Context: an optimization exercise on an open-source flow, tuned for small area, a short achievable clock period and few clock cycles. The choices shown serve that exercise and are no tape-out recipe.
RTL that was checked went through simulation tests only; none was proved equivalent to the original.

run 1:
==> module drcm_div_step, before the edit <==
module drcm_div_step #(
    parameter int K = 7
) (
    input  logic [15:0] i_den,
    input  logic [23:0] i_rem,
    input  logic [7:0]  i_quo,
    output logic [23:0] o_rem,
    output logic [7:0]  o_quo
);
    logic [16:0] top;
    logic [16:0] dd;
    logic [16:0] dif;
    logic [16:0] g;
    logic [16:0] p;
    logic [16:0] bg;
    logic [16:0] bp;
    assign top = i_rem[K+16:K];
    assign dd  = {1'b0, i_den};
    always_comb begin
        g = ~top & dd;
        p = ~(top ^ dd);
        bg = g;
        bp = p;
        for (int l = 0; l < 5; l++) begin
            logic [16:0] ng;
            logic [16:0] np;
            ng = bg;
            np = bp;
            for (int i = 0; i < 17; i++) begin
                if ((i >> l) & 1) begin
                    ng[i] = bg[i] | (bp[i] & bg[((i >> l) << l) - 1]);
                    np[i] = bp[i] & bp[((i >> l) << l) - 1];
                end
            end
            bg = ng;
            bp = np;
        end
        dif = top ^ dd ^ {bg[15:0], 1'b0};
        o_rem = i_rem;
        o_quo = i_quo;
        o_quo[K] = !bg[16];
        if (!bg[16]) o_rem[K+16:K] = dif;
    end
endmodule
==> module depth_rainbow_colormap_unit, before the edit <==
module depth_rainbow_colormap_unit
#(
    parameter int DEPTH_BITS = 24
) (
    input  logic                 i_clk,
    input  logic                 i_rst_n,
    input  logic                 i_depth_valid,
    output logic                 o_depth_ready,
    input  logic [DEPTH_BITS-1:0] i_depth,
    output logic                 o_pixel_valid,
    input  logic                 i_pixel_ready,
    output logic [7:0]           o_blue,
    output logic [7:0]           o_green,
    output logic [7:0]           o_red,
    input  logic                 i_cfg_we,
    input  logic [drcm_pkg::CFG_IDX_W-1:0] i_cfg_idx,
    input  logic [drcm_pkg::DIST_W-1:0]    i_cfg_data
);
    localparam logic [10:1] CUTS = 10'b1111111111;
    localparam int NSTEP = 10;
    localparam logic [1:0] C_DIV = 2'd0, C_ZERO = 2'd1, C_FULL = 2'd2, C_BLACK = 2'd3;
    logic [15:0] r_near;
    logic [15:0] r_far;
    logic [15:0] r_den;
    logic        r_ok;
    logic [16:0] den_full;
    always_ff @(posedge i_clk) begin
        if (!i_rst_n) begin
            r_near <= 16'd0;
            r_far  <= 16'd10000;
        end else if (i_cfg_we) begin
            if (i_cfg_idx[0]) r_far  <= i_cfg_data;
            else              r_near <= i_cfg_data;
        end
    end
    assign den_full = {1'b0, r_far} - {1'b0, r_near};
    always_ff @(posedge i_clk) begin
        r_den <= den_full[15:0];
        r_ok  <= !den_full[16] && (den_full[15:0] != 16'd0);
    end
    logic en;
    assign en            = !o_pixel_valid || i_pixel_ready;
    assign o_depth_ready = en;
    logic        in_black;
    logic        in_high;
    logic [16:0] in_diff;
    logic        r1_v;
    logic        r1_black;
    logic        r1_high;
    logic        r1_below;
    logic [15:0] r1_diff;
    assign in_black = i_depth[DEPTH_BITS-1] || (i_depth == '0);
    assign in_high  = |i_depth[DEPTH_BITS-2:16];
    assign in_diff  = {1'b0, i_depth[15:0]} - {1'b0, r_near};
    always_ff @(posedge i_clk) begin
        if (!i_rst_n)  r1_v <= 1'b0;
        else if (en)   r1_v <= i_depth_valid;
    end
    always_ff @(posedge i_clk) begin
        if (en) begin
            r1_black <= in_black;
            r1_high  <= in_high;
            r1_below <= in_diff[16] && !in_high;
            r1_diff  <= in_diff[15:0];
        end
    end
    logic [NSTEP:0] s_v;
    logic [1:0]     s_c [0:NSTEP];
    logic [23:0]    s_r [0:NSTEP];
    logic [7:0]     s_q [0:NSTEP];
    logic [23:0]    s_p;
    logic [1:0]     t_c [1:NSTEP];
    logic [23:0]    t_r [1:NSTEP];
    logic [7:0]     t_q [1:NSTEP];
    logic [23:0]    t_p;
    assign s_v[0] = r1_v;
    assign s_c[0] = C_DIV;
    assign s_r[0] = 24'd0;
    assign s_q[0] = 8'd0;
    always_comb begin
        if (r1_black)                            t_c[1] = C_BLACK;
        else if (r1_below || !r_ok)              t_c[1] = C_ZERO;
        else if (r1_high || (r1_diff >= r_den))  t_c[1] = C_FULL;
        else                                     t_c[1] = C_DIV;
    end
    assign t_r[1] = {r1_diff, 8'd0} - {8'd0, r1_diff} + {9'd0, r_den[15:1]};
    assign t_q[1] = 8'd0;
    logic [7:0] q_raw [2:9];
    for (genvar j = 2; j <= 9; j++) begin : g_step
        drcm_div_step #(.K(9 - j)) u_step (
            .i_den (r_den),
            .i_rem (s_r[j-1]),
            .i_quo (s_q[j-1]),
            .o_rem (t_r[j]),
            .o_quo (q_raw[j])
        );
        if (j < 9) begin : g_mid
            assign t_q[j] = q_raw[j];
            assign t_c[j] = s_c[j-1];
        end else begin : g_last
            always_comb begin
                case (s_c[j-1])
                    C_ZERO:  t_q[j] = 8'd0;
                    C_FULL:  t_q[j] = 8'd255;
                    C_BLACK: t_q[j] = 8'd0;
                    default: t_q[j] = q_raw[j];
                endcase
            end
            assign t_c[j] = (s_c[j-1] == C_BLACK) ? C_BLACK : C_DIV;
        end
    end
    drcm_lut u_lut (
        .i_black (s_c[9] == C_BLACK),
        .i_index (s_q[9]),
        .o_blue  (t_p[23:16]),
        .o_green (t_p[15:8]),
        .o_red   (t_p[7:0])
    );
    assign t_c[10] = 2'd0;
    assign t_r[10] = 24'd0;
    assign t_q[10] = 8'd0;
    for (genvar j = 1; j <= NSTEP; j++) begin : g_link
        if (CUTS[j]) begin : g_reg
            logic rv;
            always_ff @(posedge i_clk) begin
                if (!i_rst_n) rv <= 1'b0;
                else if (en)  rv <= s_v[j-1];
            end
            assign s_v[j] = rv;
            if (j < NSTEP) begin : g_data
                logic [1:0]  rc;
                logic [23:0] rr;
                logic [7:0]  rq;
                always_ff @(posedge i_clk) begin
                    if (en) begin
                        rc <= t_c[j];
                        rr <= t_r[j];
                        rq <= t_q[j];
                    end
                end
                assign s_c[j] = rc;
                assign s_r[j] = rr;
                assign s_q[j] = rq;
            end else begin : g_pix
                logic [23:0] rp;
                always_ff @(posedge i_clk) begin
                    if (en) rp <= t_p;
                end
                assign s_p = rp;
            end
        end else begin : g_wire
            assign s_v[j] = s_v[j-1];
            if (j < NSTEP) begin : g_data
                assign s_c[j] = t_c[j];
                assign s_r[j] = t_r[j];
                assign s_q[j] = t_q[j];
            end else begin : g_pix
                assign s_p = t_p;
            end
        end
    end
    assign o_pixel_valid = s_v[NSTEP];
    assign {o_blue, o_green, o_red} = s_p;
endmodule
clock: 6.0 ns
lec_check: 0
abc_clock_period_in_ps: 3000
cap_margin: 20
core_margin: 2
core_utilization: 40
setup_slack_margin: 2.8
slew_margin: 20
synth_memory_max_bits: 16384
run.sh (not shown) runs the stock make flow with config.mk's settings and CLKGATE_MAP_FILE= SYNTH_SCRIPT=/design/flow/synth_recipe.tcl, a recipe that flattens the netlist after the stock synthesis.
Testbench counts of run 1, summed over its fixed seeds: cycles 16,088.
diff inputs: run 1 => run 2
diff --git a/flow/design.v b/flow/design.v
--- a/flow/design.v
+++ b/flow/design.v
@@ -28,25 +28,25 @@
     } t_idx_beat;
 endpackage
 module drcm_div_step #(
     parameter int K = 7
 ) (
     input  logic [15:0] i_den,
-    input  logic [23:0] i_rem,
+    input  logic [24:0] i_rem,
     input  logic [7:0]  i_quo,
-    output logic [23:0] o_rem,
+    output logic [24:0] o_rem,
     output logic [7:0]  o_quo
 );
     logic [16:0] top;
     logic [16:0] dd;
     logic [16:0] dif;
     logic [16:0] g;
     logic [16:0] p;
     logic [16:0] bg;
     logic [16:0] bp;
-    assign top = i_rem[K+16:K];
+    assign top = i_rem[K+17:K+1];
     assign dd  = {1'b0, i_den};
     always_comb begin
         g = ~top & dd;
         p = ~(top ^ dd);
         bg = g;
         bp = p;
@@ -65,13 +65,13 @@
             bp = np;
         end
         dif = top ^ dd ^ {bg[15:0], 1'b0};
         o_rem = i_rem;
         o_quo = i_quo;
         o_quo[K] = !bg[16];
-        if (!bg[16]) o_rem[K+16:K] = dif;
+        if (!bg[16]) o_rem[K+17:K+1] = dif;
     end
 endmodule
 module drcm_lut
 (
     input  logic       i_black,
     input  logic [7:0] i_index,
@@ -408,76 +408,71 @@
             r1_below <= in_diff[16] && !in_high;
             r1_diff  <= in_diff[15:0];
         end
     end
     logic [NSTEP:0] s_v;
     logic [1:0]     s_c [0:NSTEP];
-    logic [23:0]    s_r [0:NSTEP];
+    logic [24:0]    s_r [0:NSTEP];
     logic [7:0]     s_q [0:NSTEP];
     logic [23:0]    s_p;
     logic [1:0]     t_c [1:NSTEP];
-    logic [23:0]    t_r [1:NSTEP];
+    logic [24:0]    t_r [1:NSTEP];
     logic [7:0]     t_q [1:NSTEP];
     logic [23:0]    t_p;
     assign s_v[0] = r1_v;
     assign s_c[0] = C_DIV;
-    assign s_r[0] = 24'd0;
+    assign s_r[0] = 25'd0;
     assign s_q[0] = 8'd0;
     always_comb begin
         if (r1_black)                            t_c[1] = C_BLACK;
         else if (r1_below || !r_ok)              t_c[1] = C_ZERO;
         else if (r1_high || (r1_diff >= r_den))  t_c[1] = C_FULL;
         else                                     t_c[1] = C_DIV;
     end
-    assign t_r[1] = {r1_diff, 8'd0} - {8'd0, r1_diff} + {9'd0, r_den[15:1]};
+    assign t_r[1] = {r1_diff, 9'd0} - {8'd0, r1_diff, 1'b0} + {9'd0, r_den};
     assign t_q[1] = 8'd0;
-    logic [7:0] q_raw [2:9];
     for (genvar j = 2; j <= 9; j++) begin : g_step
         drcm_div_step #(.K(9 - j)) u_step (
             .i_den (r_den),
             .i_rem (s_r[j-1]),
             .i_quo (s_q[j-1]),
             .o_rem (t_r[j]),
-            .o_quo (q_raw[j])
+            .o_quo (t_q[j])
         );
-        if (j < 9) begin : g_mid
-            assign t_q[j] = q_raw[j];
-            assign t_c[j] = s_c[j-1];
-        end else begin : g_last
-            always_comb begin
-                case (s_c[j-1])
-                    C_ZERO:  t_q[j] = 8'd0;
-                    C_FULL:  t_q[j] = 8'd255;
-                    C_BLACK: t_q[j] = 8'd0;
-                    default: t_q[j] = q_raw[j];
-                endcase
-            end
-            assign t_c[j] = (s_c[j-1] == C_BLACK) ? C_BLACK : C_DIV;
-        end
+        assign t_c[j] = s_c[j-1];
+    end
+    logic [7:0] qf;
+    always_comb begin
+        case (s_c[9])
+            C_ZERO:  qf = 8'd0;
+            C_FULL:  qf = 8'd255;
+            C_BLACK: qf = 8'd0;
+            default: qf = s_q[9];
+        endcase
     end
     drcm_lut u_lut (
         .i_black (s_c[9] == C_BLACK),
-        .i_index (s_q[9]),
+        .i_index (qf),
         .o_blue  (t_p[23:16]),
         .o_green (t_p[15:8]),
         .o_red   (t_p[7:0])
     );
     assign t_c[10] = 2'd0;
-    assign t_r[10] = 24'd0;
+    assign t_r[10] = 25'd0;
     assign t_q[10] = 8'd0;
     for (genvar j = 1; j <= NSTEP; j++) begin : g_link
         if (CUTS[j]) begin : g_reg
             logic rv;
             always_ff @(posedge i_clk) begin
                 if (!i_rst_n) rv <= 1'b0;
                 else if (en)  rv <= s_v[j-1];
             end
             assign s_v[j] = rv;
             if (j < NSTEP) begin : g_data
                 logic [1:0]  rc;
-                logic [23:0] rr;
+                logic [24:0] rr;
                 logic [7:0]  rq;
                 always_ff @(posedge i_clk) begin
                     if (en) begin
                         rc <= t_c[j];
                         rr <= t_r[j];
                         rq <= t_q[j];
Run 2 has completed all stages; timing, DRC and antenna checks passed.
Lower sequential area share after synthesis among run 2 and run 1: run 2
Going from run 1 to run 2, first-pass GRT wire length grows by about 5.5%.
Compared with run 1, run 2 shows a lower final design area excluding fillers.
Post-synthesis instance area (run 2 over run 1): increase, 500 um2
Compared with run 1, number of inserted filler cells in the final layout in run 2 increased by a few percent.
Looking only at worst path arrival time, and setting everything else aside, the higher value of run 2 and run 1 goes to run 1.
Only the layout flow was run in run 2; the RTL was not checked for function there.

-- what the ideal ports hide --
The flow's constraints put no driver on any port. The routed layouts listed below were extracted and timed again, unchanged, in two steps. Step 1: set_driving_cell puts a clkbuf_16 on i_clk and a buf_2 on each other input, an assumption about the parent block. Step 2 adds t to the input delays and takes it off the output delays; t is the mean of the earliest and latest rising clock arrival at the registers after step 1. Input paths then give back, and output paths get back, about the clock's delay inside the block. Slacks: no drivers / after step 1 / after step 2; pairs: no drivers / after step 1.
run	t (ns)	slack for setup (ns)	pins driven straight from the clock port
run 1	0.603	2.655 / 2.655 / 2.258	1
run 2	0.620	2.822 / 2.822 / 2.281	1
After both steps every run listed still meets setup and hold. For run 2, which loses most, drivers alone change the setup slack by 0.000 ns; drivers and shift together by -0.541 ns.
